This design comes from an exercise in tuning for small area and a short achievable clock period on the open sky130 flow, not from production work.
In this exercise RTL edits were held to simulation tests only and were not proved equivalent to the original.
Power is estimated from default activity; no workload was simulated.

==> design.v <==
package ucie_buf_pkg;
   localparam int TS_W        = 16;
   localparam int DQ_W        = 32;
   localparam int CA_W        = 16;
   localparam int CSR_W       = 32;
   localparam int ENTRY_WORDS = 3;
   localparam int ENTRY_W     = ENTRY_WORDS * CSR_W;
endpackage
`timescale 1ns/1ps
module csr_sync (
   input  logic clk,
   input  logic rst,
   input  logic i_buf_mode,
   input  logic i_ts_enable,
   input  logic i_ts_reset,
   input  logic i_ts_brkpt_en,
   input  logic i_ig_wdata_en,
   input  logic i_ig_wdata_upd,
   input  logic i_eg_rdata_en,
   input  logic i_eg_rdata_upd,
   output logic o_buf_mode,
   output logic o_ts_enable,
   output logic o_ts_reset,
   output logic o_ts_brkpt_en,
   output logic o_ig_shift,
   output logic o_ig_push,
   output logic o_eg_shift,
   output logic o_eg_pop
);
   localparam int N_CTL = 8;
   localparam int N_TGL = 4;
   logic [N_CTL-1:0] ctl_in;
   logic [N_CTL-1:0] meta_q;
   logic [N_CTL-1:0] sync_q;
   logic [N_TGL-1:0] tgl_q;
   logic [N_TGL-1:0] pulse;
   assign ctl_in = {i_eg_rdata_upd, i_eg_rdata_en, i_ig_wdata_upd, i_ig_wdata_en,
                    i_ts_brkpt_en, i_ts_reset, i_ts_enable, i_buf_mode};
   always_ff @(posedge clk or posedge rst) begin
      if (rst) begin
         meta_q <= '0;
         sync_q <= '0;
         tgl_q  <= '0;
      end else begin
         meta_q <= ctl_in;
         sync_q <= meta_q;
         tgl_q  <= sync_q[N_CTL-1:N_CTL-N_TGL];
      end
   end
   assign pulse = sync_q[N_CTL-1:N_CTL-N_TGL] ^ tgl_q;
   assign o_buf_mode    = sync_q[0];
   assign o_ts_enable   = sync_q[1];
   assign o_ts_reset    = sync_q[2];
   assign o_ts_brkpt_en = sync_q[3];
   assign o_ig_shift    = pulse[0];
   assign o_ig_push     = pulse[1];
   assign o_eg_shift    = pulse[2];
   assign o_eg_pop      = pulse[3];
endmodule
`timescale 1ns/1ps
import ucie_buf_pkg::*;
module ts_counter (
   input  logic            clk,
   input  logic            rst,
   input  logic            i_enable,
   input  logic            i_clear,
   input  logic            i_brkpt_en,
   input  logic [TS_W-1:0] i_brkpt_val,
   output logic [TS_W-1:0] o_timestamp
);
   logic [TS_W-1:0] count_q;
   logic            brkpt_hit;
   assign brkpt_hit = i_brkpt_en && (count_q == i_brkpt_val);
   always_ff @(posedge clk or posedge rst) begin
      if (rst) begin
         count_q <= '0;
      end else if (i_clear) begin
         count_q <= '0;
      end else if (i_enable && !brkpt_hit) begin
         count_q <= count_q + 1'b1;
      end
   end
   assign o_timestamp = count_q;
endmodule
`timescale 1ns/1ps
import ucie_buf_pkg::*;
module entry_fifo #(
   parameter int DEPTH = 32
) (
   input  logic               clk,
   input  logic               rst,
   input  logic               i_write,
   input  logic [ENTRY_W-1:0] i_wdata,
   output logic               o_full,
   input  logic               i_read,
   output logic [ENTRY_W-1:0] o_rdata,
   output logic               o_empty_n,
   input  logic               i_clr
);
   localparam int AW = $clog2(DEPTH);
   logic [ENTRY_W-1:0] mem_q [DEPTH];
   logic [AW:0]        wr_ptr_q;
   logic [AW:0]        rd_ptr_q;
   logic               do_write;
   logic               do_read;
   assign o_empty_n = (wr_ptr_q != rd_ptr_q);
   assign o_full    = (wr_ptr_q[AW] != rd_ptr_q[AW]) &&
                      (wr_ptr_q[AW-1:0] == rd_ptr_q[AW-1:0]);
   assign do_write = i_write && !o_full;
   assign do_read  = i_read && o_empty_n;
   always_ff @(posedge clk or posedge rst) begin
      if (rst) begin
         wr_ptr_q <= '0;
         rd_ptr_q <= '0;
      end else if (i_clr) begin
         wr_ptr_q <= '0;
         rd_ptr_q <= '0;
      end else begin
         if (do_write) begin
            wr_ptr_q <= wr_ptr_q + 1'b1;
         end
         if (do_read) begin
            rd_ptr_q <= rd_ptr_q + 1'b1;
         end
      end
   end
   always_ff @(posedge clk) begin
      if (do_write) begin
         mem_q[wr_ptr_q[AW-1:0]] <= i_wdata;
      end
   end
   assign o_rdata = mem_q[rd_ptr_q[AW-1:0]];
endmodule
`timescale 1ns/1ps
import ucie_buf_pkg::*;
module ig_player #(
   parameter int DEPTH = 32
) (
   input  logic             clk,
   input  logic             rst,
   input  logic             i_buf_mode,
   input  logic             i_shift,
   input  logic             i_push,
   input  logic             i_clr,
   input  logic             i_hold,
   input  logic [CSR_W-1:0] i_wdata,
   input  logic [TS_W-1:0]  i_timestamp,
   input  logic [DQ_W-1:0]  i_tx_dq0,
   input  logic [DQ_W-1:0]  i_tx_dq1,
   input  logic [CA_W-1:0]  i_tx_ca,
   output logic             o_empty,
   output logic             o_full,
   output logic             o_overflow,
   output logic             o_write_done,
   output logic [DQ_W-1:0]  o_tx_dq0,
   output logic [DQ_W-1:0]  o_tx_dq1,
   output logic [CA_W-1:0]  o_tx_ca
);
   logic [ENTRY_W-1:0] loader_q;
   logic [ENTRY_W-1:0] head;
   logic [TS_W-1:0]    head_ts;
   logic [DQ_W-1:0]    head_dq0;
   logic [DQ_W-1:0]    head_dq1;
   logic [CA_W-1:0]    head_ca;
   logic               fifo_full;
   logic               fifo_empty_n;
   logic               ig_pop;
   logic               empty_q;
   logic               write_toggle_q;
   logic [DQ_W-1:0]    hold_dq0_q;
   logic [DQ_W-1:0]    hold_dq1_q;
   logic [CA_W-1:0]    hold_ca_q;
   logic [DQ_W-1:0]    mux_dq0;
   logic [DQ_W-1:0]    mux_dq1;
   logic [CA_W-1:0]    mux_ca;
   always_ff @(posedge clk or posedge rst) begin
      if (rst) begin
         loader_q <= '0;
      end else if (i_shift) begin
         loader_q <= {loader_q[2*CSR_W-1:0], i_wdata};
      end
   end
   entry_fifo #(
      .DEPTH (DEPTH)
   ) u_fifo (
      .clk       (clk),
      .rst       (rst),
      .i_write   (i_push),
      .i_wdata   (loader_q),
      .o_full    (fifo_full),
      .i_read    (ig_pop),
      .o_rdata   (head),
      .o_empty_n (fifo_empty_n),
      .i_clr     (i_clr)
   );
   assign {head_ts, head_dq0, head_dq1, head_ca} = head;
   assign ig_pop = fifo_empty_n && (head_ts == i_timestamp);
   always_ff @(posedge clk or posedge rst) begin
      if (rst) begin
         hold_dq0_q <= '0;
         hold_dq1_q <= '0;
         hold_ca_q  <= '0;
      end else if (ig_pop) begin
         hold_dq0_q <= head_dq0;
         hold_dq1_q <= head_dq1;
         hold_ca_q  <= head_ca;
      end else if (!i_hold) begin
         hold_dq0_q <= '0;
         hold_dq1_q <= '0;
         hold_ca_q  <= '0;
      end
   end
   assign mux_dq0 = i_buf_mode ? hold_dq0_q : i_tx_dq0;
   assign mux_dq1 = i_buf_mode ? hold_dq1_q : i_tx_dq1;
   assign mux_ca  = i_buf_mode ? hold_ca_q  : i_tx_ca;
   always_ff @(posedge clk or posedge rst) begin
      if (rst) begin
         o_tx_dq0 <= '0;
         o_tx_dq1 <= '0;
         o_tx_ca  <= '0;
      end else begin
         o_tx_dq0 <= mux_dq0;
         o_tx_dq1 <= mux_dq1;
         o_tx_ca  <= mux_ca;
      end
   end
   always_ff @(posedge clk or posedge rst) begin
      if (rst) begin
         empty_q        <= 1'b1;
         write_toggle_q <= 1'b0;
      end else begin
         empty_q        <= ~fifo_empty_n;
         write_toggle_q <= write_toggle_q ^ i_push;
      end
   end
   assign o_empty      = empty_q;
   assign o_full       = fifo_full;
   assign o_overflow   = fifo_full & i_push;
   assign o_write_done = write_toggle_q;
endmodule
`timescale 1ns/1ps
import ucie_buf_pkg::*;
module eg_capture #(
   parameter int DEPTH = 32
) (
   input  logic             clk,
   input  logic             rst,
   input  logic             i_shift,
   input  logic             i_pop,
   input  logic             i_clr,
   input  logic [TS_W-1:0]  i_timestamp,
   input  logic [DQ_W-1:0]  i_rx_dq0,
   input  logic [DQ_W-1:0]  i_rx_dq1,
   input  logic [CA_W-1:0]  i_rx_ca,
   input  logic [2:0]       i_rx_vld,
   output logic [CSR_W-1:0] o_rdata,
   output logic             o_empty,
   output logic             o_full,
   output logic             o_overflow,
   output logic             o_read_done
);
   logic [ENTRY_W-1:0] cap_entry;
   logic [ENTRY_W-1:0] head;
   logic [ENTRY_W-1:0] rd_loader_q;
   logic               fifo_full;
   logic               fifo_empty_n;
   logic               eg_write;
   logic               read_toggle_q;
   assign eg_write = |i_rx_vld;
   assign cap_entry = {i_timestamp, i_rx_dq0, i_rx_dq1, i_rx_ca};
   entry_fifo #(
      .DEPTH (DEPTH)
   ) u_fifo (
      .clk       (clk),
      .rst       (rst),
      .i_write   (eg_write),
      .i_wdata   (cap_entry),
      .o_full    (fifo_full),
      .i_read    (i_pop),
      .o_rdata   (head),
      .o_empty_n (fifo_empty_n),
      .i_clr     (i_clr)
   );
   always_ff @(posedge clk or posedge rst) begin
      if (rst) begin
         rd_loader_q <= '0;
      end else if (i_pop) begin
         rd_loader_q <= fifo_empty_n ? head : '0;
      end else if (i_shift) begin
         rd_loader_q <= {{CSR_W{1'b0}}, rd_loader_q[ENTRY_W-1:CSR_W]};
      end
   end
   always_ff @(posedge clk or posedge rst) begin
      if (rst) begin
         read_toggle_q <= 1'b0;
      end else begin
         read_toggle_q <= read_toggle_q ^ i_pop;
      end
   end
   assign o_rdata     = rd_loader_q[CSR_W-1:0];
   assign o_empty     = ~fifo_empty_n;
   assign o_full      = fifo_full;
   assign o_overflow  = fifo_full & eg_write;
   assign o_read_done = read_toggle_q;
endmodule
`timescale 1ns/1ps
import ucie_buf_pkg::*;
module ucie_buf_top #(
   parameter int DEPTH = 32
) (
   input  logic             clk,
   input  logic             rst,
   input  logic             i_buf_mode,
   input  logic             i_ts_enable,
   input  logic             i_ts_reset,
   input  logic             i_ts_brkpt_en,
   input  logic [TS_W-1:0]  i_ts_brkpt_val,
   input  logic             i_ig_wdata_clr,
   input  logic             i_ig_wdata_hold,
   input  logic             i_ig_wdata_en,
   input  logic             i_ig_wdata_upd,
   input  logic [CSR_W-1:0] i_ig_wdata,
   input  logic             i_eg_rdata_clr,
   input  logic             i_eg_rdata_en,
   input  logic             i_eg_rdata_upd,
   input  logic [DQ_W-1:0]  i_tx_dq0,
   input  logic [DQ_W-1:0]  i_tx_dq1,
   input  logic [CA_W-1:0]  i_tx_ca,
   input  logic [DQ_W-1:0]  i_rx_dq0,
   input  logic [DQ_W-1:0]  i_rx_dq1,
   input  logic [CA_W-1:0]  i_rx_ca,
   input  logic [2:0]       i_rx_vld,
   output logic             o_ig_empty,
   output logic             o_ig_full,
   output logic             o_ig_overflow,
   output logic             o_ig_write_done,
   output logic [CSR_W-1:0] o_eg_rdata,
   output logic             o_eg_empty,
   output logic             o_eg_full,
   output logic             o_eg_overflow,
   output logic             o_eg_read_done,
   output logic [DQ_W-1:0]  o_tx_dq0,
   output logic [DQ_W-1:0]  o_tx_dq1,
   output logic [CA_W-1:0]  o_tx_ca
);
   logic            buf_mode;
   logic            ts_enable;
   logic            ts_reset;
   logic            ts_brkpt_en;
   logic            ig_shift;
   logic            ig_push;
   logic            eg_shift;
   logic            eg_pop;
   logic [TS_W-1:0] timestamp;
   csr_sync u_csr_sync (
      .clk            (clk),
      .rst            (rst),
      .i_buf_mode     (i_buf_mode),
      .i_ts_enable    (i_ts_enable),
      .i_ts_reset     (i_ts_reset),
      .i_ts_brkpt_en  (i_ts_brkpt_en),
      .i_ig_wdata_en  (i_ig_wdata_en),
      .i_ig_wdata_upd (i_ig_wdata_upd),
      .i_eg_rdata_en  (i_eg_rdata_en),
      .i_eg_rdata_upd (i_eg_rdata_upd),
      .o_buf_mode     (buf_mode),
      .o_ts_enable    (ts_enable),
      .o_ts_reset     (ts_reset),
      .o_ts_brkpt_en  (ts_brkpt_en),
      .o_ig_shift     (ig_shift),
      .o_ig_push      (ig_push),
      .o_eg_shift     (eg_shift),
      .o_eg_pop       (eg_pop)
   );
   ts_counter u_ts (
      .clk         (clk),
      .rst         (rst),
      .i_enable    (ts_enable),
      .i_clear     (ts_reset),
      .i_brkpt_en  (ts_brkpt_en),
      .i_brkpt_val (i_ts_brkpt_val),
      .o_timestamp (timestamp)
   );
   ig_player #(
      .DEPTH (DEPTH)
   ) u_ig (
      .clk          (clk),
      .rst          (rst),
      .i_buf_mode   (buf_mode),
      .i_shift      (ig_shift),
      .i_push       (ig_push),
      .i_clr        (i_ig_wdata_clr),
      .i_hold       (i_ig_wdata_hold),
      .i_wdata      (i_ig_wdata),
      .i_timestamp  (timestamp),
      .i_tx_dq0     (i_tx_dq0),
      .i_tx_dq1     (i_tx_dq1),
      .i_tx_ca      (i_tx_ca),
      .o_empty      (o_ig_empty),
      .o_full       (o_ig_full),
      .o_overflow   (o_ig_overflow),
      .o_write_done (o_ig_write_done),
      .o_tx_dq0     (o_tx_dq0),
      .o_tx_dq1     (o_tx_dq1),
      .o_tx_ca      (o_tx_ca)
   );
   eg_capture #(
      .DEPTH (DEPTH)
   ) u_eg (
      .clk         (clk),
      .rst         (rst),
      .i_shift     (eg_shift),
      .i_pop       (eg_pop),
      .i_clr       (i_eg_rdata_clr),
      .i_timestamp (timestamp),
      .i_rx_dq0    (i_rx_dq0),
      .i_rx_dq1    (i_rx_dq1),
      .i_rx_ca     (i_rx_ca),
      .i_rx_vld    (i_rx_vld),
      .o_rdata     (o_eg_rdata),
      .o_empty     (o_eg_empty),
      .o_full      (o_eg_full),
      .o_overflow  (o_eg_overflow),
      .o_read_done (o_eg_read_done)
   );
endmodule
==> run.sh <==
#!/bin/bash
# synth_recipe.tcl (not shown) runs the flow's synth.tcl, then flattens the netlist and writes it again
# the make line also repeats each setting of config.mk as NAME=value (left out here)
make -C /OpenROAD-flow-scripts/flow DESIGN_CONFIG=/design/flow/config.mk WORK_HOME=/design/flow/orfs CLKGATE_MAP_FILE= SYNTH_SCRIPT=/design/flow/synth_recipe.tcl finish
==> config.mk <==
export PLATFORM = sky130hd
export DESIGN_NAME = ucie_buf_top
export DESIGN_NICKNAME = ucie_buf_top
export VERILOG_FILES = /design/flow/design.v
export SDC_FILE = /design/flow/constraint.sdc
export NUM_CORES = 4
export LEC_CHECK = 0
export CAP_MARGIN = 20
export CORE_MARGIN = 2
export CORE_UTILIZATION = 40
export SLEW_MARGIN = 20
==> constraint.sdc <==
create_clock -name core_clock -period 5.5 [get_ports {clk}]
set_input_delay 1.1000 -clock core_clock [delete_from_list [all_inputs] [get_ports {clk}]]
set_output_delay 1.1000 -clock core_clock [all_outputs]
set_load 0.01 [all_outputs]
==> results of run 1 <==
[final timing paths]
path | startpoint | end | slack [ps] | cells past startpoint
min reg2reg | u_csr_sync.meta_q[4] | u_csr_sync.sync_q[4] | 350 | 0
min in group asynchronous | rst | u_ig.hold_dq0_q[22] | 530 | 2
max reg2reg | u_ig.u_fifo.rd_ptr_q[2] | u_ig.u_fifo.mem_q[11][56] | 590 | 8
max | u_ig.u_fifo.rd_ptr_q[2] | o_ig_overflow | 390 | 5
min | u_csr_sync.meta_q[4] | u_csr_sync.sync_q[4] | 350 | 0
max in group asynchronous | rst | u_ig.loader_q[82] | 3640 | 4
[layer usage]
metal  GRT usage [%]  up-vias  share of wire, %
met5               0        -            0.0087
met4           5.512       10               2.8
met3           3.039     1006               7.1
met2           35.59     5348                50
met1           28.21    64756                40
li1                -    46334                 -
[kinds of logic (layout without fill, tap and decap cells)]
group                      after synthesis  count (layout)
adders and majority gates               11              11
AOI/OAI and AO/OA                      426             426
buffers and inverters                  621            1965
DFF                                   6559            6559
xor gates and xnor gates                73              73
and+or+nand+nor                        524             524
muxes                                 2259            2259
other                                    0              15
[flip-flops by register name, summed over array words and instances, names as in the netlist, 4 cells and up]
name / count
u_ig.u_fifo.rd_ptr_q: 6
u_csr_sync.tgl_q: 4
u_eg.u_fifo.rd_ptr_q: 6
u_ig.hold_ca_q: 16
u_ig.hold_dq1_q: 32
u_ig.u_fifo.mem_q: 3072
u_ig.loader_q: 96
u_eg.rd_loader_q: 96
u_eg.u_fifo.mem_q: 3072
u_ig.u_fifo.wr_ptr_q: 6
u_eg.u_fifo.wr_ptr_q: 6
u_csr_sync.sync_q: 8
u_ts.count_q: 16
u_csr_sync.meta_q: 8
u_ig.o_tx_ca: 16
u_ig.o_tx_dq1: 32
u_ig.o_tx_dq0: 32
u_ig.hold_dq0_q: 32
[power by group through the flow]
stage | registers (mW) | logic (mW) | clock network (mW)
after floorplan | 59.5 | 6.84 | 0
after global placement | 60.3 | 10.4 | 0
after detailed placement | 60.5 | 10.5 | 0
after CTS | 59.5 | 10.5 | 45.1
after global routing | 59.7 | 11.0 | 47.0
final | 59.5 | 10.3 | 44.3
[critical path, delay by kind of cell (launching register included)]
kind	cells	cell delay (ps)
flops	1	1040
simple gates	2	630
xor+xnor	1	160
buf+inv	2	1100
[cell usage in the layout (no fill, tap or decap), types with 7 or more instances in the layout]
cell type | synthesis | final
a21oi_1 | 17 | 17
a22oi_1 | 23 | 23
a31o_2 | 77 | 77
a32oi_1 | 80 | 80
buf_12 | 0 | 158
buf_4 | 38 | 226
bufinv_16 | 0 | 41
clkbuf_1 | 391 | 174
clkbuf_16 | 0 | 683
clkbuf_8 | 0 | 34
clkdlybuf4s50_1 | 0 | 336
clkinv_1 | 0 | 120
clkinv_2 | 0 | 107
clkinv_8 | 0 | 14
clkinvlp_4 | 0 | 11
dfrtp_1 | 414 | 362
dfrtp_2 | 0 | 41
dfrtp_4 | 0 | 11
diode_2 | 0 | 15
edfxtp_1 | 6144 | 6144
ha_1 | 11 | 11
inv_1 | 15 | 13
inv_16 | 0 | 9
inv_6 | 0 | 17
mux2_2 | 181 | 181
mux2i_1 | 278 | 278
mux4_2 | 1800 | 1800
nand2_1 | 222 | 221
nand2b_1 | 7 | 7
nand3_1 | 17 | 17
nand4_1 | 16 | 16
nor2_1 | 200 | 137
nor2_4 | 0 | 63
nor3_1 | 12 | 10
o21ai_0 | 122 | 121
o22ai_1 | 66 | 66
or3_1 | 13 | 13
xnor2_1 | 43 | 41
xor2_1 | 30 | 28
[final cells by class]
| cell class | count | area (µm²) |
|---|---|---|
| timing repair buffer | 727 | 8268 |
| fill | 50206 | 332400 |
| antenna | 15 | 37.54 |
| multi-input combinational | 3293 | 51930 |
| clock inverter | 331 | 3095 |
| clock buffer | 891 | 18210 |
| sequential | 6559 | 195000 |
| inverter | 16 | 71.32 |
| tap | 8293 | 10380 |
[stage by stage]
stage	instances	total power [mW]	instance area [µm²]	util, %
after global placement	18887	70.66	265600	42.88
final	20125	114.2	287000	46.33
after CTS	20109	115.1	286900	46.32
after global routing	20112	117.7	286900	46.32
after floorplan	10473	66.32	248900	-
after detailed placement	18887	71.03	265600	42.88
[repair_timing]
action / in CTS / in global routing
resized for setup: 1 / 0
hold buffers: 0 / 0
endpoints found under the setup margin: 1 / 0
hold endpoints to repair: 0 / 0
==> impl_metrics.json, run 1 <==
{
  "synth_fp_nets": 10708,
  "yosys.area_share.xor_xnor_pct": 0.2569,
  "ys_async_sr_fraction_pct": 6.327,
  "numCtsBuffers": 668,
  "max-cap-violations": 0,
  "synth_fa_ha_area_share_pct": 0.05531,
  "synth_compound_gate_area_share_pct": 1.202,
  "finalWorstSetupSlack_ps": 394.7,
  "yosys-mux-area-fraction_pct": 18.23,
  "cp_max_fo": 57,
  "core-area_mm2": 0.6194,
  "cts_tree": "done",
  "hold_viol": 0,
  "via_per_inst": 5.836,
  "antenna_found_initial": 48,
  "first_pass_iters": 6,
  "rows": 289,
  "fin_crit_sh_pct": 92.82,
  "intPower_mw": 87.59,
  "antenna_left": 0,
  "hold_class": "flip-flop to flip-flop",
  "area_growth_pct": 15.32,
  "drc_errors": 0,
  "tightest_slew_ps": 1168,
  "start_kind": "flip-flop",
  "rsz0062_at_grt": "false",
  "synthTopCellsByCount": "6,144 x edfxtp_1, 1,800 x mux4_2, 414 x dfrtp_1, 391 x clkbuf_1, 278 x mux2i_1",
  "ys_ff_latch": 6559,
  "worstPathArrival_ps": 4010,
  "hpwl_um": 341900,
  "grt_overflow": 0,
  "syn_inst": 10473,
  "period_minus_slack_ps": 5105,
  "ys_seq_area_share_pct": 78.32,
  "p_leak_nw": 88.47,
  "die_area_mm2": 0.6284,
  "synth_top_family_by_area": "multiplexers",
  "setup-tns-final_ps": 0,
  "fmax_mhz": 195.9,
  "grt_first_pass_wirelength_um": 935100,
  "clkLatencyLatePin_ps": 1070,
  "hold_slack_ps": 347.4,
  "slowest_stage": "dfrtp_4",
  "grt_pass1_vias": 121622,
  "p_sw_mw": 26.60,
  "synth_area_leaders": "edfxtp_1 74%, mux4_2 16%, dfrtp_1 4.2%",
  "vdd_ir_drop_max_v": 0.0004012,
  "p_seq_share_pct": 52.1,
  "yosysMostFrequentCell": "edfxtp_1",
  "power.density_mw_per_mm2": 397.9,
  "cts_max_level": 6,
  "cts_setup_buffers": 0,
  "place_congestion": 0.7734,
  "synth_top_flop_cell": "edfxtp_1",
  "start_util_pct": 40.17,
  "vias": 117454,
  "finalNetCount": 11500,
  "routed_wl_um": 668200,
  "clock_path_buffers": 4,
  "maxSlewHeadroom_pct": 22.11,
  "drt_iter0_markers": 13825,
  "slowest_delay_ps": 1040,
  "status": "complete, no violations",
  "clockPowerShare_pct": 38.8,
  "synth_area_mm2": 0.2488,
  "post_drt_wl_per_cell_um": 33.20,
  "track_usage_pct": 20.83,
  "setup_viol": 0,
  "ys_types": 55,
  "drive_gt1_share_pct": 29.73,
  "cts-root-buf": "clkbuf_16",
  "synth_area_per_cell_um2": 23.76,
  "post-place-ws_ps": 601.3,
  "fp.dieW_um": 792.7,
  "cp.required_ps": 4400,
  "clock-sinks": 6559,
  "path_cells": "buf_4 > xnor2_1 > nand3_1 > nor3_4 > clkdlybuf4s50_1",
  "swShare_pct": 23.30,
  "path_clk_slew_ps": 60,
  "synth-simple-area-share_pct": 0.8935,
  "yosysTopAreaCell": "edfxtp_1",
  "crit_type": "flip-flop to output port",
  "slew_violations": 0,
  "combPwrFrac_pct": 9.1,
  "synth_edf_count": 6144,
  "synth_top_cell_area_share_pct": 74.14,
  "io_pins": 344,
  "cp-end-kind": "output port",
  "yosysWarnings": 5,
  "numPortBuffers": 343,
  "die_y_um": 792.7,
  "final.setup_skew_ps": 45.99,
  "grt_max_degree": 154
}
==> run 2: changes to the inputs <==
--- a/design.v
+++ b/design.v
@@ -33,28 +33,26 @@
    logic [N_CTL-1:0] meta_q;
    logic [N_CTL-1:0] sync_q;
-   logic [N_TGL-1:0] tgl_q;
-   logic [N_TGL-1:0] pulse;
+   logic [N_TGL-1:0] pulse_q;
    assign ctl_in = {i_eg_rdata_upd, i_eg_rdata_en, i_ig_wdata_upd, i_ig_wdata_en,
                     i_ts_brkpt_en, i_ts_reset, i_ts_enable, i_buf_mode};
    always_ff @(posedge clk or posedge rst) begin
       if (rst) begin
-         meta_q <= '0;
-         sync_q <= '0;
-         tgl_q  <= '0;
+         meta_q  <= '0;
+         sync_q  <= '0;
+         pulse_q <= '0;
       end else begin
-         meta_q <= ctl_in;
-         sync_q <= meta_q;
-         tgl_q  <= sync_q[N_CTL-1:N_CTL-N_TGL];
+         meta_q  <= ctl_in;
+         sync_q  <= meta_q;
+         pulse_q <= meta_q[N_CTL-1:N_CTL-N_TGL] ^ sync_q[N_CTL-1:N_CTL-N_TGL];
       end
    end
-   assign pulse = sync_q[N_CTL-1:N_CTL-N_TGL] ^ tgl_q;
    assign o_buf_mode    = sync_q[0];
    assign o_ts_enable   = sync_q[1];
    assign o_ts_reset    = sync_q[2];
    assign o_ts_brkpt_en = sync_q[3];
-   assign o_ig_shift    = pulse[0];
-   assign o_ig_push     = pulse[1];
-   assign o_eg_shift    = pulse[2];
-   assign o_eg_pop      = pulse[3];
+   assign o_ig_shift    = pulse_q[0];
+   assign o_ig_push     = pulse_q[1];
+   assign o_eg_shift    = pulse_q[2];
+   assign o_eg_pop      = pulse_q[3];
 endmodule
 `timescale 1ns/1ps
@@ -90,45 +88,58 @@
    input  logic               clk,
    input  logic               rst,
-   input  logic               i_write,
+   input  logic               i_write,      
    input  logic [ENTRY_W-1:0] i_wdata,
+   input  logic               i_read,       
+   input  logic               i_clr,
+   output logic [ENTRY_W-1:0] o_head,       
+   output logic [TS_W-1:0]    o_next_ts,    
    output logic               o_full,
-   input  logic               i_read,
-   output logic [ENTRY_W-1:0] o_rdata,
    output logic               o_empty_n,
-   input  logic               i_clr
+   output logic               o_one        
 );
    localparam int AW = $clog2(DEPTH);
    logic [ENTRY_W-1:0] mem_q [DEPTH];
-   logic [AW:0]        wr_ptr_q;
-   logic [AW:0]        rd_ptr_q;
+   logic [AW-1:0]      wr_ptr_q;
+   logic [AW-1:0]      rd_ptr_q;
+   logic [AW-1:0]      rd_ptr_p1;
+   logic [DEPTH-1:0]   fill_q;       
    logic               do_write;
    logic               do_read;
-   assign o_empty_n = (wr_ptr_q != rd_ptr_q);
-   assign o_full    = (wr_ptr_q[AW] != rd_ptr_q[AW]) &&
-                      (wr_ptr_q[AW-1:0] == rd_ptr_q[AW-1:0]);
-   assign do_write = i_write && !o_full;
-   assign do_read  = i_read && o_empty_n;
+   logic               up;
+   logic               dn;
+   assign o_full    = fill_q[DEPTH-1];
+   assign o_empty_n = fill_q[0];
+   assign o_one     = fill_q[0] && !fill_q[1];
+   assign do_write  = i_write && !fill_q[DEPTH-1];
+   assign do_read   = i_read && fill_q[0];
+   assign up        = do_write && !do_read;
+   assign dn        = do_read && !do_write;
+   assign rd_ptr_p1 = rd_ptr_q + 1'b1;
    always_ff @(posedge clk or posedge rst) begin
       if (rst) begin
          wr_ptr_q <= '0;
          rd_ptr_q <= '0;
+         fill_q   <= '0;
       end else if (i_clr) begin
          wr_ptr_q <= '0;
          rd_ptr_q <= '0;
+         fill_q   <= '0;
       end else begin
-         if (do_write) begin
-            wr_ptr_q <= wr_ptr_q + 1'b1;
-         end
-         if (do_read) begin
-            rd_ptr_q <= rd_ptr_q + 1'b1;
+         if (do_write) wr_ptr_q <= wr_ptr_q + 1'b1;
+         if (do_read)  rd_ptr_q <= rd_ptr_p1;
+         if (up) begin
+            fill_q <= {fill_q[DEPTH-2:0], 1'b1};
+         end else if (dn) begin
+            fill_q <= {1'b0, fill_q[DEPTH-1:1]};
          end
       end
    end
    always_ff @(posedge clk) begin
-      if (do_write) begin
-         mem_q[wr_ptr_q[AW-1:0]] <= i_wdata;
+      if (!fill_q[DEPTH-1]) begin
+         mem_q[wr_ptr_q] <= i_wdata;
       end
    end
-   assign o_rdata = mem_q[rd_ptr_q[AW-1:0]];
+   assign o_head    = mem_q[rd_ptr_q];
+   assign o_next_ts = mem_q[rd_ptr_p1][ENTRY_W-1:ENTRY_W-TS_W];
 endmodule
 `timescale 1ns/1ps
@@ -157,21 +168,17 @@
    output logic [CA_W-1:0]  o_tx_ca
 );
+   localparam int LANE_W = ENTRY_W - TS_W;
    logic [ENTRY_W-1:0] loader_q;
    logic [ENTRY_W-1:0] head;
-   logic [TS_W-1:0]    head_ts;
-   logic [DQ_W-1:0]    head_dq0;
-   logic [DQ_W-1:0]    head_dq1;
-   logic [CA_W-1:0]    head_ca;
+   logic [TS_W-1:0]    next_ts;
+   logic [TS_W-1:0]    head_ts_q;
    logic               fifo_full;
    logic               fifo_empty_n;
+   logic               fifo_one;
    logic               ig_pop;
    logic               empty_q;
    logic               write_toggle_q;
-   logic [DQ_W-1:0]    hold_dq0_q;
-   logic [DQ_W-1:0]    hold_dq1_q;
-   logic [CA_W-1:0]    hold_ca_q;
-   logic [DQ_W-1:0]    mux_dq0;
-   logic [DQ_W-1:0]    mux_dq1;
-   logic [CA_W-1:0]    mux_ca;
+   logic [LANE_W-1:0]  hold_q;
+   logic [LANE_W-1:0]  mux_lanes;
    always_ff @(posedge clk or posedge rst) begin
       if (rst) begin
@@ -188,39 +195,37 @@
       .i_write   (i_push),
       .i_wdata   (loader_q),
-      .o_full    (fifo_full),
       .i_read    (ig_pop),
-      .o_rdata   (head),
+      .i_clr     (i_clr),
+      .o_head    (head),
+      .o_next_ts (next_ts),
+      .o_full    (fifo_full),
       .o_empty_n (fifo_empty_n),
-      .i_clr     (i_clr)
+      .o_one     (fifo_one)
    );
-   assign {head_ts, head_dq0, head_dq1, head_ca} = head;
-   assign ig_pop = fifo_empty_n && (head_ts == i_timestamp);
    always_ff @(posedge clk or posedge rst) begin
       if (rst) begin
-         hold_dq0_q <= '0;
-         hold_dq1_q <= '0;
-         hold_ca_q  <= '0;
+         head_ts_q <= '0;
+      end else if (!fifo_empty_n || (ig_pop && fifo_one)) begin
+         head_ts_q <= loader_q[ENTRY_W-1:ENTRY_W-TS_W];
+      end else if (ig_pop) begin
+         head_ts_q <= next_ts;
+      end
+   end
+   assign ig_pop = fifo_empty_n && (head_ts_q == i_timestamp);
+   always_ff @(posedge clk or posedge rst) begin
+      if (rst) begin
+         hold_q <= '0;
       end else if (ig_pop) begin
-         hold_dq0_q <= head_dq0;
-         hold_dq1_q <= head_dq1;
-         hold_ca_q  <= head_ca;
+         hold_q <= head[LANE_W-1:0];
       end else if (!i_hold) begin
-         hold_dq0_q <= '0;
-         hold_dq1_q <= '0;
-         hold_ca_q  <= '0;
+         hold_q <= '0;
       end
    end
-   assign mux_dq0 = i_buf_mode ? hold_dq0_q : i_tx_dq0;
-   assign mux_dq1 = i_buf_mode ? hold_dq1_q : i_tx_dq1;
-   assign mux_ca  = i_buf_mode ? hold_ca_q  : i_tx_ca;
+   assign mux_lanes = i_buf_mode ? hold_q : {i_tx_dq0, i_tx_dq1, i_tx_ca};
    always_ff @(posedge clk or posedge rst) begin
       if (rst) begin
-         o_tx_dq0 <= '0;
-         o_tx_dq1 <= '0;
-         o_tx_ca  <= '0;
+         {o_tx_dq0, o_tx_dq1, o_tx_ca} <= '0;
       end else begin
-         o_tx_dq0 <= mux_dq0;
-         o_tx_dq1 <= mux_dq1;
-         o_tx_ca  <= mux_ca;
+         {o_tx_dq0, o_tx_dq1, o_tx_ca} <= mux_lanes;
       end
    end
@@ -262,7 +267,9 @@
    logic [ENTRY_W-1:0] cap_entry;
    logic [ENTRY_W-1:0] head;
+   logic [TS_W-1:0]    unused_next_ts;
    logic [ENTRY_W-1:0] rd_loader_q;
    logic               fifo_full;
    logic               fifo_empty_n;
+   logic               fifo_one;
    logic               eg_write;
    logic               read_toggle_q;
@@ -276,9 +283,11 @@
       .i_write   (eg_write),
       .i_wdata   (cap_entry),
-      .o_full    (fifo_full),
       .i_read    (i_pop),
-      .o_rdata   (head),
+      .i_clr     (i_clr),
+      .o_head    (head),
+      .o_next_ts (unused_next_ts),
+      .o_full    (fifo_full),
       .o_empty_n (fifo_empty_n),
-      .i_clr     (i_clr)
+      .o_one     (fifo_one)
    );
    always_ff @(posedge clk or posedge rst) begin
--- a/config.mk
+++ b/config.mk
@@ -9,3 +9,6 @@
 export CORE_MARGIN = 2
 export CORE_UTILIZATION = 40
+export CTS_CLUSTER_DIAMETER = 100
+export CTS_CLUSTER_SIZE = 20
+export SETUP_SLACK_MARGIN = 2.8
 export SLEW_MARGIN = 20
==> impl_metrics.json, run 2 <==
{
  "maxSlewHeadroom_pct": 22.39,
  "ys_seq_area_share_pct": 77.68,
  "vdd_ir_drop_max_v": 0.0002712,
  "yosysMostFrequentCell": "edfxtp_1",
  "crit_type": "input pin to output port",
  "drt_iter0_markers": 16969,
  "hold_class": "flip-flop to flip-flop",
  "io_pins": 344,
  "hold_buffers": 0,
  "numPortBuffers": 343,
  "ys_types": 52,
  "fin_crit_sh_pct": 53.75,
  "clock_path_buffers": 4,
  "die_area_mm2": 0.6397,
  "rows": 292,
  "path_clk_slew_ps": 80,
  "p_leak_nw": 89.14,
  "drive_gt1_share_pct": 29.24,
  "cp_max_fo": 2,
  "routed_wl_um": 735000,
  "post_drt_wl_per_cell_um": 35.18,
  "clock-sinks": 6635,
  "synth_area_mm2": 0.2533,
  "grt_overflow": 0,
  "max-cap-violations": 0,
  "grt_pass1_vias": 124515,
  "first_pass_iters": 6,
  "die_y_um": 799.8,
  "cp-end-kind": "output port",
  "hold_viol": 0,
  "cp.required_ps": 4400,
  "synth_area_per_cell_um2": 22.54,
  "ys_async_sr_fraction_pct": 7.400,
  "track_usage_pct": 22.05,
  "layout_commonest_cell": "edfxtp_1",
  "vias": 125326,
  "tightest_slew_ps": 1164,
  "ys_ff_latch": 6635,
  "syn_inst": 11238,
  "start_kind": "input pin",
  "status": "complete, no violations",
  "grt_max_degree": 119,
  "worstPathArrival_ps": 1860,
  "dpl.cell_count": 19666,
  "core-area_mm2": 0.6317,
  "area_growth_pct": 14.37,
  "yosysTopAreaCell": "edfxtp_1",
  "rsz0062_at_grt": "true",
  "setup_viol": 0,
  "r2r_setup_slack_ps": 2670,
  "finalPower_mw": 95.82,
  "cts_tree": "done",
  "synth_fp_nets": 11473,
  "fin_area_mm2": 0.2898,
  "fmax_mhz": 338.3,
  "place_congestion": 0.7650,
  "grt_first_pass_wirelength_um": 996300,
  "power.density_mw_per_mm2": 330.7,
  "synthTopCellsByCount": "6,144 x edfxtp_1, 1,659 x mux4_2, 490 x dfrtp_1, 421 x mux2i_1, 331 x clkbuf_1",
  "place_area_mm2": 0.2695,
  "final.setup_skew_ps": 112.7,
  "period_minus_slack_ps": 2956,
  "synth_edf_count": 6144,
  "drc_errors": 0,
  "clkLatencyLatePin_ps": 1060,
  "fin_util_pct": 45.87,
  "cts-root-buf": "clkbuf_16",
  "synth_area_leaders": "edfxtp_1 73%, mux4_2 15%, dfrtp_1 4.8%",
  "yosysWarnings": 5,
  "hpwl_um": 361700,
  "antenna_found_initial": 62,
  "start_util_pct": 40.11,
  "final_cell_mix": "6,144 x edfxtp_1, 1,659 x mux4_2, 443 x clkbuf_16, 424 x buf_4, 417 x dfrtp_1",
  "finalNetCount": 12416,
  "layoutNonFillerInstCount": 20894,
  "numCtsBuffers": 376,
  "cts_max_level": 5,
  "synth_top_cell_area_share_pct": 72.83,
  "via_per_inst": 5.998,
  "fillers": 51291,
  "antenna_left": 0,
  "synth_top_flop_cell": "edfxtp_1",
  "fp.dieW_um": 799.8,
  "slew_violations": 0
}
## run 2: kinds of logic (layout without fill, tap and decap cells)
logic type	count (synthesis)	after routing	share of synthesized area (%)
flip-flops	6635	6635	77.68
multiplexers	2360	2360	17.66
AND/OR/NAND/NOR	665	669	1.203
adder cells (fa/ha/maj)	11	11	0.05433
AO/OA/AOI/OAI	779	779	1.893
XOR/XNOR	60	61	0.2074
buffers and inverters	728	1973	1.311
other	0	27	0
## run 2: worst paths after layout
path	end	startpoint	cells after the start
max	o_eg_overflow	i_rx_vld[2]	4
min	u_csr_sync.sync_q[1]	u_csr_sync.meta_q[1]	0
max reg2reg	u_eg.u_fifo.mem_q[6][94]	u_eg.u_fifo.wr_ptr_q[0]	6
min reg2reg	u_csr_sync.sync_q[1]	u_csr_sync.meta_q[1]	0
max in group asynchronous	u_eg.rd_loader_q[9]	rst	4
min in group asynchronous	u_ts.count_q[0]	rst	2
## run 2: per-stage QoR
stage | worst slack (ps) | hold slack [ps] | TNS, ps
floorplan | -2258 | 331.2 | -1154830
global placement | 1221 | 339.1 | 0
detailed placement | 1106 | 338.7 | 0
CTS | 2465 | 358.8 | 0
global route | 2519 | 370.9 | 0
finish | 2544 | 359.5 | 0
## run 2: power by group
group	leakage [nW]	switching, mW	internal (mW)
Combinational	21.9	3.52	2.83
Clock	5.26	16.3	13.3
Sequential	61.9	2.11	57.8
Total	89.1	21.9	73.9
## run 2: layer usage
| metal | part of all wire [%] | routed length, µm | vias to the layer above | track usage [%] |
|---|---|---|---|---|
| met5 | 0.042 | 308 | - | 0 |
| met4 | 3.2 | 23340 | 26 | 5.854 |
| met3 | 7.8 | 56980 | 1035 | 2.887 |
| met2 | 51 | 373300 | 6286 | 38.28 |
| met1 | 38 | 281100 | 69014 | 29.47 |
| li1 | - | - | 48965 | - |
## run 2: final cells by class
cell class	count	area [µm²]	share of cell area [%]
Sequential cell	6635	196900	67.96
Inverter	54	221.5	0.07643
Multi-Input combinational cell	3880	54660	18.86
Tap cell	8379	10480	3.618
Timing Repair Buffer	1234	16330	5.634
Clock inverter	33	493.0	0.1701
Clock buffer	652	10590	3.656
Antenna cell	27	67.56	0.02332
## run 2: repair_timing
action | in CTS | in global routing
cloned | 59 | 66
pin swaps | 63 | 56
endpoints found under the setup margin | 3264 | 817
buffers inserted | 269 | 121
resized for setup | 830 | 242
## run 2: worst max-delay path, cell delays in order
cell	delay, ps
buf_6	90
or3_4	380
and2_4	170
buf_6	120
==> run 3: changes to the inputs <==
--- a/config.mk
+++ b/config.mk
@@ -11,4 +11,4 @@
 export CTS_CLUSTER_DIAMETER = 100
 export CTS_CLUSTER_SIZE = 20
-export SETUP_SLACK_MARGIN = 2.8
+export SETUP_SLACK_MARGIN = 2.5
 export SLEW_MARGIN = 20
==> impl_metrics.json, run 3 <==
{
  "synth_area_leaders": "edfxtp_1 73%, mux4_2 15%, dfrtp_1 4.8%",
  "rows": 292,
  "post-place-ws_ps": 1225,
  "core-area_mm2": 0.6317,
  "intPower_mw": 73.50,
  "routed_wl_um": 718300,
  "cts_max_level": 5,
  "clock-sinks": 6635,
  "finalPower_mw": 95.17,
  "ys_seq_area_share_pct": 77.68,
  "cts_tree": "done",
  "post_drt_wl_per_cell_um": 34.93,
  "first_pass_iters": 6,
  "crit_type": "input pin to output port",
  "die_area_mm2": 0.6397,
  "final_cell_mix": "6,144 x edfxtp_1, 1,659 x mux4_2, 426 x dfrtp_1, 419 x mux2i_1, 390 x clkbuf_16",
  "yosys.area_share.xor_xnor_pct": 0.2074,
  "synth-simple-area-share_pct": 1.203,
  "vias": 122959,
  "finalNetCount": 12069,
  "period_minus_slack_ps": 3084,
  "maxSlewHeadroom_pct": 21.07,
  "drive_gt1_share_pct": 25.47,
  "cp.required_ps": 4400,
  "vdd_ir_drop_max_v": 0.0002743,
  "synth_fa_ha_area_share_pct": 0.05433,
  "drc_errors": 0,
  "track_usage_pct": 21.76,
  "finalWorstSetupSlack_ps": 2416,
  "setup-tns-final_ps": 0,
  "path_clk_slew_ps": 80,
  "synth_edf_count": 6144,
  "fin_util_pct": 44.82,
  "synth_fp_nets": 11473,
  "grt_overflow": 0,
  "via_per_inst": 5.980,
  "synth_area_per_cell_um2": 22.54,
  "power.density_mw_per_mm2": 336.1,
  "clock_path_buffers": 4,
  "setup_viol": 0,
  "cts-root-buf": "clkbuf_16",
  "clkLatencyLatePin_ps": 1080,
  "hpwl_um": 367800,
  "synth_area_mm2": 0.2533,
  "die_y_um": 799.8,
  "reg2reg_depth": 5,
  "combPwrFrac_pct": 6.1,
  "syn_inst": 11238,
  "layout_commonest_cell": "edfxtp_1",
  "synth_top_cell_area_share_pct": 72.83,
  "start_util_pct": 40.11,
  "fp.dieW_um": 799.8,
  "max-cap-violations": 0,
  "grt_pass1_vias": 123262,
  "worstPathArrival_ps": 1980,
  "ys_async_sr_fraction_pct": 7.400,
  "status": "complete, no violations",
  "numCtsBuffers": 374,
  "ys_types": 52,
  "yosysWarnings": 5,
  "start_kind": "input pin",
  "grt_max_degree": 131,
  "final.setup_skew_ps": 86.61,
  "antenna_left": 0,
  "area_growth_pct": 11.77,
  "fmax_mhz": 324.3,
  "hold_viol": 0,
  "cp_max_fo": 3,
  "io_pins": 344,
  "yosys-mux-area-fraction_pct": 17.66,
  "p_seq_share_pct": 62.9,
  "synth_top_family_by_area": "multiplexers",
  "rsz0062_at_grt": "true",
  "yosysTopAreaCell": "edfxtp_1",
  "yosysMostFrequentCell": "edfxtp_1",
  "synth_compound_gate_area_share_pct": 1.893,
  "grt_first_pass_wirelength_um": 982500,
  "antenna_found_initial": 64,
  "p_leak_nw": 86.44,
  "cp-end-kind": "output port",
  "swShare_pct": 22.77,
  "clockPowerShare_pct": 31.1,
  "min_path_cells": 0,
  "ys_ff_latch": 6635,
  "synth_top_flop_cell": "edfxtp_1",
  "fin_crit_sh_pct": 56.07,
  "tightest_slew_ps": 1184,
  "numPortBuffers": 343,
  "drt_iter0_markers": 16505,
  "hold_class": "flip-flop to flip-flop",
  "synthTopCellsByCount": "6,144 x edfxtp_1, 1,659 x mux4_2, 490 x dfrtp_1, 421 x mux2i_1, 331 x clkbuf_1",
  "p_sw_mw": 21.67,
  "place_congestion": 0.7722,
  "slew_violations": 0
}
[run 3: cell counts after synthesis]
Identical to the previous run, type by type.
[run 3: routing by layer]
layer  wire length, µm  GRT usage [%]  vias up
li1                  -              -    48191
met1            278100          29.06    67866
met2            364300          37.72     5864
met3             54010          2.991     1016
met4             21720          5.685       22
met5               138              0        -
[run 3: cells by family after synthesis]
kind of cell,after synthesis
DFF,6635
muxes,2360
AOI/OAI and AO/OA,779
buffers and inverters,728
and+or+nand+nor,665
xor gates and xnor gates,60
adders and majority gates,11
[run 3: what timing repair did]
action | CTS | global route
pin swaps | 19 | 11
endpoints found under the setup margin | 1029 | 310
gates resized for setup | 231 | 36
gates cloned | 6 | 12
hold buffers | 0 | 0
setup buffers | 99 | 48
[run 3: layout make-up]
cell class / count / area [µm²]
multi-input combinational: 3876 / 53950
inverter: 54 / 216.5
antenna: 32 / 80.08
sequential: 6635 / 196900
clock inverter: 32 / 510.5
fill: 52104 / 348500
clock buffer: 662 / 10590
timing repair buffer: 893 / 10410
tap: 8379 / 10480
[run 3: path summary, 6_finish.rpt]
check,slack (ps),from,to
worst max-delay path,2420,i_rx_vld[0],o_eg_overflow
worst min-delay path,360,u_csr_sync.meta_q[2],u_csr_sync.sync_q[2]
worst max register to register,2520,u_ig.u_fifo.fill_q[31],u_ig.u_fifo.mem_q[27][16]
worst min register to register,360,u_csr_sync.meta_q[2],u_csr_sync.sync_q[2]
max in group asynchronous,3690,rst,u_ig.loader_q[1]
min in group asynchronous,860,rst,u_ig.o_tx_dq0[29]
[run 3: power by group through the flow]
| stage | sequential, mW | clock [mW] | combinational (mW) |
|---|---|---|---|
| 2_1_floorplan | 60.1 | 0 | 3.26 |
| 3_3_place_gp | 60.7 | 0 | 5.54 |
| 3_5_place_dp | 61.0 | 0 | 5.66 |
| 4_1_cts | 59.8 | 30.1 | 5.71 |
| 5_1_grt | 60.0 | 31.8 | 6.11 |
| 6_report | 59.8 | 29.6 | 5.76 |
[run 3: stage by stage]
stage          hold WS [ps]  cells  instance area (µm²)
6_report              359.6  20563               283100
5_1_grt               369.8  20540               283100
4_1_cts               363.5  20470               282200
3_5_place_dp          337.3  19671               269600
3_3_place_gp          341.6  19668               269500
2_1_floorplan         331.2  11238               253500
[run 3: worst max-delay path, stage by stage]
cell and delay (ps):
clkdlybuf4s15_1 190, or3_4 370, and2_4 190, buf_6 130
==> run 4: changes to the inputs <==
--- a/config.mk
+++ b/config.mk
@@ -11,4 +11,4 @@
 export CTS_CLUSTER_DIAMETER = 100
 export CTS_CLUSTER_SIZE = 20
-export SETUP_SLACK_MARGIN = 2.5
+export SETUP_SLACK_MARGIN = 3.0
 export SLEW_MARGIN = 20
==> impl_metrics.json, run 4 <==
{
  "area_growth_pct": 16.25,
  "yosys-mux-area-fraction_pct": 17.66,
  "path_cells": "buf_12 > buf_12 > and2_4 > buf_6",
  "hold_class": "flip-flop to flip-flop",
  "max-cap-violations": 0,
  "cts_max_level": 5,
  "yosysTopAreaCell": "edfxtp_1",
  "setup-tns-final_ps": 0,
  "fin_crit_sh_pct": 54.89,
  "worstPathArrival_ps": 1920,
  "numPortBuffers": 343,
  "first_pass_iters": 8,
  "hold_buffers": 0,
  "synth_area_per_cell_um2": 22.54,
  "fmax_mhz": 331.2,
  "finalPower_mw": 96.42,
  "yosysMostFrequentCell": "edfxtp_1",
  "synth_fa_ha_area_share_pct": 0.05433,
  "period_minus_slack_ps": 3019,
  "path_clk_slew_ps": 80,
  "synth_area_mm2": 0.2533,
  "final_cell_mix": "6,144 x edfxtp_1, 1,659 x mux4_2, 416 x clkbuf_16, 411 x buf_4, 407 x dfrtp_1",
  "hpwl_um": 361700,
  "post_drt_wl_per_cell_um": 35.53,
  "fp.dieW_um": 799.8,
  "ys_async_sr_fraction_pct": 7.400,
  "grt_max_degree": 119,
  "grt_overflow": 0,
  "yosysWarnings": 5,
  "cts-root-buf": "clkbuf_16",
  "fillers": 50738,
  "yosys.area_share.xor_xnor_pct": 0.2074,
  "clkLatencyLatePin_ps": 1060,
  "layout_commonest_cell": "edfxtp_1",
  "hold_slack_ps": 359.9,
  "drc_errors": 0,
  "synth_fp_nets": 11473,
  "start_util_pct": 40.11,
  "clock_path_buffers": 4,
  "hold_viol": 0,
  "status": "complete, no violations",
  "start_kind": "flip-flop",
  "r2r_setup_slack_ps": 2570,
  "antenna_found_initial": 65,
  "via_per_inst": 6.017,
  "track_usage_pct": 22.67,
  "tightest_slew_ps": 1416,
  "r2r_start": "u_ig.u_fifo.rd_ptr_q[0]",
  "p_leak_nw": 90.94,
  "min_path_cells": 0,
  "synth_compound_gate_area_share_pct": 1.893,
  "ys_ff_latch": 6635,
  "setup_viol": 0,
  "rsz0062_at_grt": "true",
  "crit_type": "flip-flop to output port",
  "vdd_ir_drop_max_v": 0.0003131,
  "ys_seq_area_share_pct": 77.68,
  "routed_wl_um": 748200,
  "core-area_mm2": 0.6317,
  "clock-sinks": 6635,
  "drt_iter0_markers": 17190,
  "final.setup_skew_ps": 107.5,
  "io_pins": 344,
  "synth_edf_count": 6144,
  "synth_top_flop_cell": "edfxtp_1",
  "slew_violations": 0,
  "ys_types": 52,
  "synth_top_family_by_area": "multiplexers",
  "hold_end": "u_csr_sync.sync_q[1]",
  "synthTopCellsByCount": "6,144 x edfxtp_1, 1,659 x mux4_2, 490 x dfrtp_1, 421 x mux2i_1, 331 x clkbuf_1",
  "cts_tree": "done",
  "die_area_mm2": 0.6397,
  "antenna_left": 0,
  "slowest_stage": "dfrtp_1",
  "synth_area_leaders": "edfxtp_1 73%, mux4_2 15%, dfrtp_1 4.8%",
  "place_congestion": 0.7650,
  "slowest_delay_ps": 410,
  "cp.required_ps": 4400,
  "reg2reg_depth": 12,
  "drive_gt1_share_pct": 31.70,
  "cp-end-kind": "output port",
  "vias": 126685,
  "synth_top_cell_area_share_pct": 72.83,
  "numCtsBuffers": 376,
  "cp_max_fo": 2,
  "rows": 292,
  "crit_top_cell": "buf_12",
  "syn_inst": 11238,
  "die_y_um": 799.8,
  "finalNetCount": 12575,
  "grt_first_pass_wirelength_um": 1021000,
  "grt_pass1_vias": 126450,
  "min_from": "u_csr_sync.meta_q[1]",
  "maxSlewHeadroom_pct": 5.614,
  "r2r-end": "u_ig.hold_q[23]",
  "power.density_mw_per_mm2": 327.4,
  "synth-simple-area-share_pct": 1.203
}
## run 4: cell counts after synthesis
Identical to the previous run, type by type.
## run 4: layout make-up
class | count | area, µm² | share of cell area, %
inverter | 54 | 224.0 | 0.07605
timing repair buffer | 1392 | 19910 | 6.761
antenna | 29 | 72.57 | 0.02464
clock buffer | 652 | 10590 | 3.597
tap | 8379 | 10480 | 3.560
multi-input combinational | 3881 | 55800 | 18.95
clock inverter | 33 | 493.0 | 0.1674
sequential | 6635 | 196900 | 66.87
## run 4: what timing repair did
item | 4_1_cts | 5_1_grt
buffers inserted | 414 | 82
endpoints found under the setup margin | 4838 | 541
gates resized for setup | 1251 | 393
gates cloned | 143 | 36
pin swaps | 158 | 165
## run 4: how the worst max path moves through the flow
stage                                       from                      to  slack [ps]  cells past startpoint
after CTS                 u_ig.u_fifo.fill_q[31]           o_ig_overflow        2390                      4
final                     u_ig.u_fifo.fill_q[31]           o_ig_overflow        2480                      4
after detailed placement             i_rx_vld[0]  u_eg.u_fifo.fill_q[21]        1110                      7
after global placement               i_rx_vld[1]  u_eg.u_fifo.fill_q[11]        1220                      7
after global routing      u_ig.u_fifo.fill_q[31]           o_ig_overflow        2410                      4
after floorplan                              rst    u_csr_sync.meta_q[0]       -2260                      1
## run 4: stage by stage
stage                     setup slack [ps]  std cells  util (%)  instance area, µm²
final                                 2481      21055     46.62              294500
after global routing                  2415      21034     46.61              294500
after detailed placement              1106      19666     42.66              269500
after floorplan                      -2258      11238         -              253400
after CTS                             2386      20908     46.15              291500
after global placement                1221      19656     42.63              269300
## run 4: kinds of logic (layout without fill, tap and decap cells)
| family | after synthesis | in the layout |
|---|---|---|
| other cells | 0 | 29 |
| fa+ha+maj | 11 | 11 |
| flops | 6635 | 6635 |
| buf+inv | 728 | 2131 |
| xor+xnor | 60 | 61 |
| simple gates | 665 | 670 |
| mux | 2360 | 2360 |
| compound gates | 779 | 779 |
## run 4: power by group
group          internal, mW  leakage, nW  switching, mW
registers              57.8         61.9           2.13
logic                  3.17         23.8           3.70
clock network          13.3         5.26           16.3
total                  74.3         90.9           22.2
## run 4: worst max-delay path, delay by kind of cell (launching register included)
family                 cells  cell delay [ps]
buffers and inverters      3              360
DFF                        1              410
and+or+nand+nor            1              130
## run 4: layer usage
layer	up-vias	GRT usage [%]	share of wire, %
li1	49345	-	-
met1	69782	30.14	38
met2	6377	39.26	51
met3	1157	3.072	7.6
met4	24	6.428	3.6
met5	-	0	0.021
==> run 5: changes to the inputs <==
--- a/config.mk
+++ b/config.mk
@@ -10,5 +10,5 @@
 export CORE_UTILIZATION = 40
 export CTS_CLUSTER_DIAMETER = 100
-export CTS_CLUSTER_SIZE = 20
-export SETUP_SLACK_MARGIN = 3.0
+export CTS_CLUSTER_SIZE = 25
+export SETUP_SLACK_MARGIN = 2.8
 export SLEW_MARGIN = 20
==> impl_metrics.json, run 5 <==
{
  "slowest_stage": "or3_4",
  "power.density_mw_per_mm2": 322.0,
  "final.setup_skew_ps": 97.95,
  "hold_buffers": 0,
  "grt_pass1_vias": 124215,
  "drc_errors": 0,
  "layout_commonest_cell": "edfxtp_1",
  "ys_async_sr_fraction_pct": 7.400,
  "startpoint": "i_rx_vld[1]",
  "min_from": "u_csr_sync.meta_q[3]",
  "fin_util_pct": 45.73,
  "grt_max_degree": 119,
  "fp.dieW_um": 799.8,
  "r2r-end": "u_ig.hold_q[15]",
  "path_clk_slew_ps": 90,
  "fin_area_mm2": 0.2889,
  "ys_types": 52,
  "routed_wl_um": 734200,
  "cp-end-kind": "output port",
  "clock_path_buffers": 4,
  "max-cap-violations": 0,
  "vias": 124742,
  "clock-sinks": 6635,
  "track_usage_pct": 22.09,
  "synth_fp_nets": 11473,
  "setup_viol": 0,
  "clkLatencyLatePin_ps": 1040,
  "place_congestion": 0.7650,
  "grt_overflow": 0,
  "reg2reg_depth": 12,
  "ys_seq_area_share_pct": 77.68,
  "hold_class": "flip-flop to flip-flop",
  "maxSlewHeadroom_pct": 15.06,
  "synth_top_flop_cell": "edfxtp_1",
  "syn_inst": 11238,
  "drt_iter0_markers": 17825,
  "slowest_delay_ps": 380,
  "cts_tree": "done",
  "crit_top_cell": "buf_6",
  "cts_max_level": 5,
  "die_area_mm2": 0.6397,
  "yosysMostFrequentCell": "edfxtp_1",
  "yosysWarnings": 5,
  "met1Wirelength_um": 281900,
  "hold_viol": 0,
  "cp_max_fo": 2,
  "antenna_left": 0,
  "drive_gt1_share_pct": 29.49,
  "tightest_slew_ps": 1274,
  "worstPathArrival_ps": 1860,
  "status": "complete, no violations",
  "fillers": 51406,
  "met3_length_um": 55630,
  "io_pins": 344,
  "rsz0062_at_grt": "true",
  "first_pass_iters": 6,
  "area_growth_pct": 14.02,
  "cp_num_buf_inv": 2,
  "synth_area_mm2": 0.2533,
  "start_util_pct": 40.11,
  "hold_end": "u_csr_sync.sync_q[3]",
  "r2r_start": "u_ig.u_fifo.rd_ptr_q[0]",
  "crit_family": "simple AND/OR/NAND/NOR gates",
  "wl_met2_um": 373400,
  "synth_area_per_cell_um2": 22.54,
  "fmax_mhz": 338.2,
  "post_drt_wl_per_cell_um": 35.28,
  "path_cells": "buf_6 > or3_4 > and2_4 > buf_6",
  "r2r_setup_slack_ps": 2620,
  "hpwl_um": 361700,
  "grt_first_pass_wirelength_um": 997300,
  "path_depth": 4,
  "fin_crit_sh_pct": 53.76,
  "crit_type": "input pin to output port",
  "place_area_mm2": 0.2695,
  "ys_ff_latch": 6635,
  "p_leak_nw": 88.65,
  "synth_edf_count": 6144,
  "antenna_found_initial": 61,
  "vdd_ir_drop_max_v": 0.0002941,
  "final_cell_mix": "6,144 x edfxtp_1, 1,659 x mux4_2, 417 x buf_4, 415 x dfrtp_1, 380 x mux2i_1",
  "synth_area_leaders": "edfxtp_1 73%, mux4_2 15%, dfrtp_1 4.8%",
  "min_path_cells": 0,
  "finalNetCount": 12402,
  "slew_violations": 0,
  "synth_top_cell_area_share_pct": 72.83,
  "synthTopCellsByCount": "6,144 x edfxtp_1, 1,659 x mux4_2, 490 x dfrtp_1, 421 x mux2i_1, 331 x clkbuf_1",
  "start_kind": "input pin",
  "yosysTopAreaCell": "edfxtp_1",
  "numPortBuffers": 343,
  "cp.required_ps": 4400,
  "numCtsBuffers": 309,
  "cts-root-buf": "clkbuf_16",
  "highest_layer": "met5",
  "core-area_mm2": 0.6317,
  "die_y_um": 799.8,
  "rows": 292,
  "period_minus_slack_ps": 2957,
  "via_per_inst": 5.995
}
## run 5: cell counts after synthesis
No cell type changed its count.
## run 5: area by class of cell
| type | instances | area, µm² | share of cell area (%) |
|---|---|---|---|
| diodes | 24 | 60.06 | 0.02079 |
| multi-input cells | 3879 | 54700 | 18.94 |
| inverters | 54 | 229.0 | 0.07927 |
| flip-flops and latches | 6635 | 196900 | 68.17 |
| repair buffers | 1288 | 17330 | 6.000 |
| clock buffers | 515 | 8589 | 2.974 |
| well taps | 8379 | 10480 | 3.629 |
| clock inverters | 35 | 549.3 | 0.1902 |
## run 5: logic make-up (layout without fill, tap and decap cells)
kind of cell / count (synthesis) / count (layout) / share of synthesized area [%]
buf+inv: 728 / 1892 / 1.311
fa+ha+maj: 11 / 11 / 0.05433
simple gates: 665 / 668 / 1.203
other cells: 0 / 24 / 0
mux: 2360 / 2360 / 17.66
compound gates: 779 / 779 / 1.893
flops: 6635 / 6635 / 77.68
xor+xnor: 60 / 61 / 0.2074
## run 5: per-stage QoR
step / hold slack (ps) / worst slack (ps) / TNS (ps) / total power [mW] / std cells
final: 358.5 / 2543 / 0 / 93.01 / 20809
after CTS: 361.8 / 2493 / 0 / 93.23 / 20591
after detailed placement: 338.7 / 1106 / 0 / 66.68 / 19666
after global routing: 374.4 / 2505 / 0 / 95.64 / 20795
after global placement: 339.1 / 1221 / 0 / 66.30 / 19656
after floorplan: 331.2 / -2258 / -1154830 / 63.39 / 11238
## run 5: worst max-delay path by stage
| stage | endpoint |
|---|---|
| 2_1_floorplan | u_csr_sync.meta_q[0] |
| 3_3_place_gp | u_eg.u_fifo.fill_q[11] |
| 3_5_place_dp | u_eg.u_fifo.fill_q[21] |
| 4_1_cts | o_ig_overflow |
| 5_1_grt | o_ig_overflow |
| 6_report | o_eg_overflow |
## run 5: worst reg2reg max path: cells and delay by family, from the launching register on
kind	cells	cell delay [ps]
AO/OA/AOI/OAI	1	80
buffers and inverters	8	1120
flip-flops	1	540
multiplexers	3	1060
## run 5: routing by layer
| layer | vias up | global-route usage [%] |
|---|---|---|
| li1 | 48817 | - |
| met1 | 68770 | 29.46 |
| met2 | 6169 | 38.58 |
| met3 | 966 | 2.825 |
| met4 | 20 | 5.579 |
| met5 | - | 0 |
## run 5: repair_timing
item                                    4_1_cts  5_1_grt
pin swaps                                    77       85
endpoints found under the setup margin     3226      863
cloned                                       75       63
resized for setup                           906      302
setup buffers                               300      130
endpoints found under the hold margin         0        0
## run 5: power breakdown
| part | switching (mW) | internal, mW | leakage (nW) |
|---|---|---|---|
| Combinational | 3.49 | 2.77 | 22.4 |
| Sequential | 2.13 | 57.8 | 61.9 |
| Clock | 15.7 | 11.1 | 4.34 |
| Total | 21.3 | 71.7 | 88.6 |

-- what the ideal ports hide --
Ports are ideal in the flow. The routed layouts listed here were re-timed in OpenROAD. Step 1, drivers: a clkbuf_16 drives clk and a buf_2 each remaining input, both assumed. Step 2 adds t to the input delays and takes it off the output delays; t is the mean of the earliest and latest rising clock arrival at the registers after step 1. Input paths then give back, and output paths get back, about the clock's delay inside the block. a / b / c = ideal ports / drivers / drivers and shift; a / b = the first two.
run | shift t [ns] | slack for setup (ns) | worst setup path after step 2 | worst register clock-pin slew, ns
run 1 | 1.175 | 0.395 / 0.271 / 0.594 | register to register | 0.07 / 0.07
run 2 | 1.133 | 2.544 / 2.473 / 1.989 | input to register | 0.09 / 0.09
run 3 | 1.164 | 2.416 / 2.326 / 2.042 | input to register | 0.09 / 0.09
run 4 | 1.139 | 2.481 / 2.354 / 2.001 | input to register | 0.09 / 0.09
run 5 | 1.121 | 2.543 / 2.465 / 2.004 | input to register | 0.11 / 0.11
After both steps every run listed still meets setup and hold. The setup slack of run 2, which loses most, moves by -0.071 ns with the drivers and by -0.555 ns with both steps.
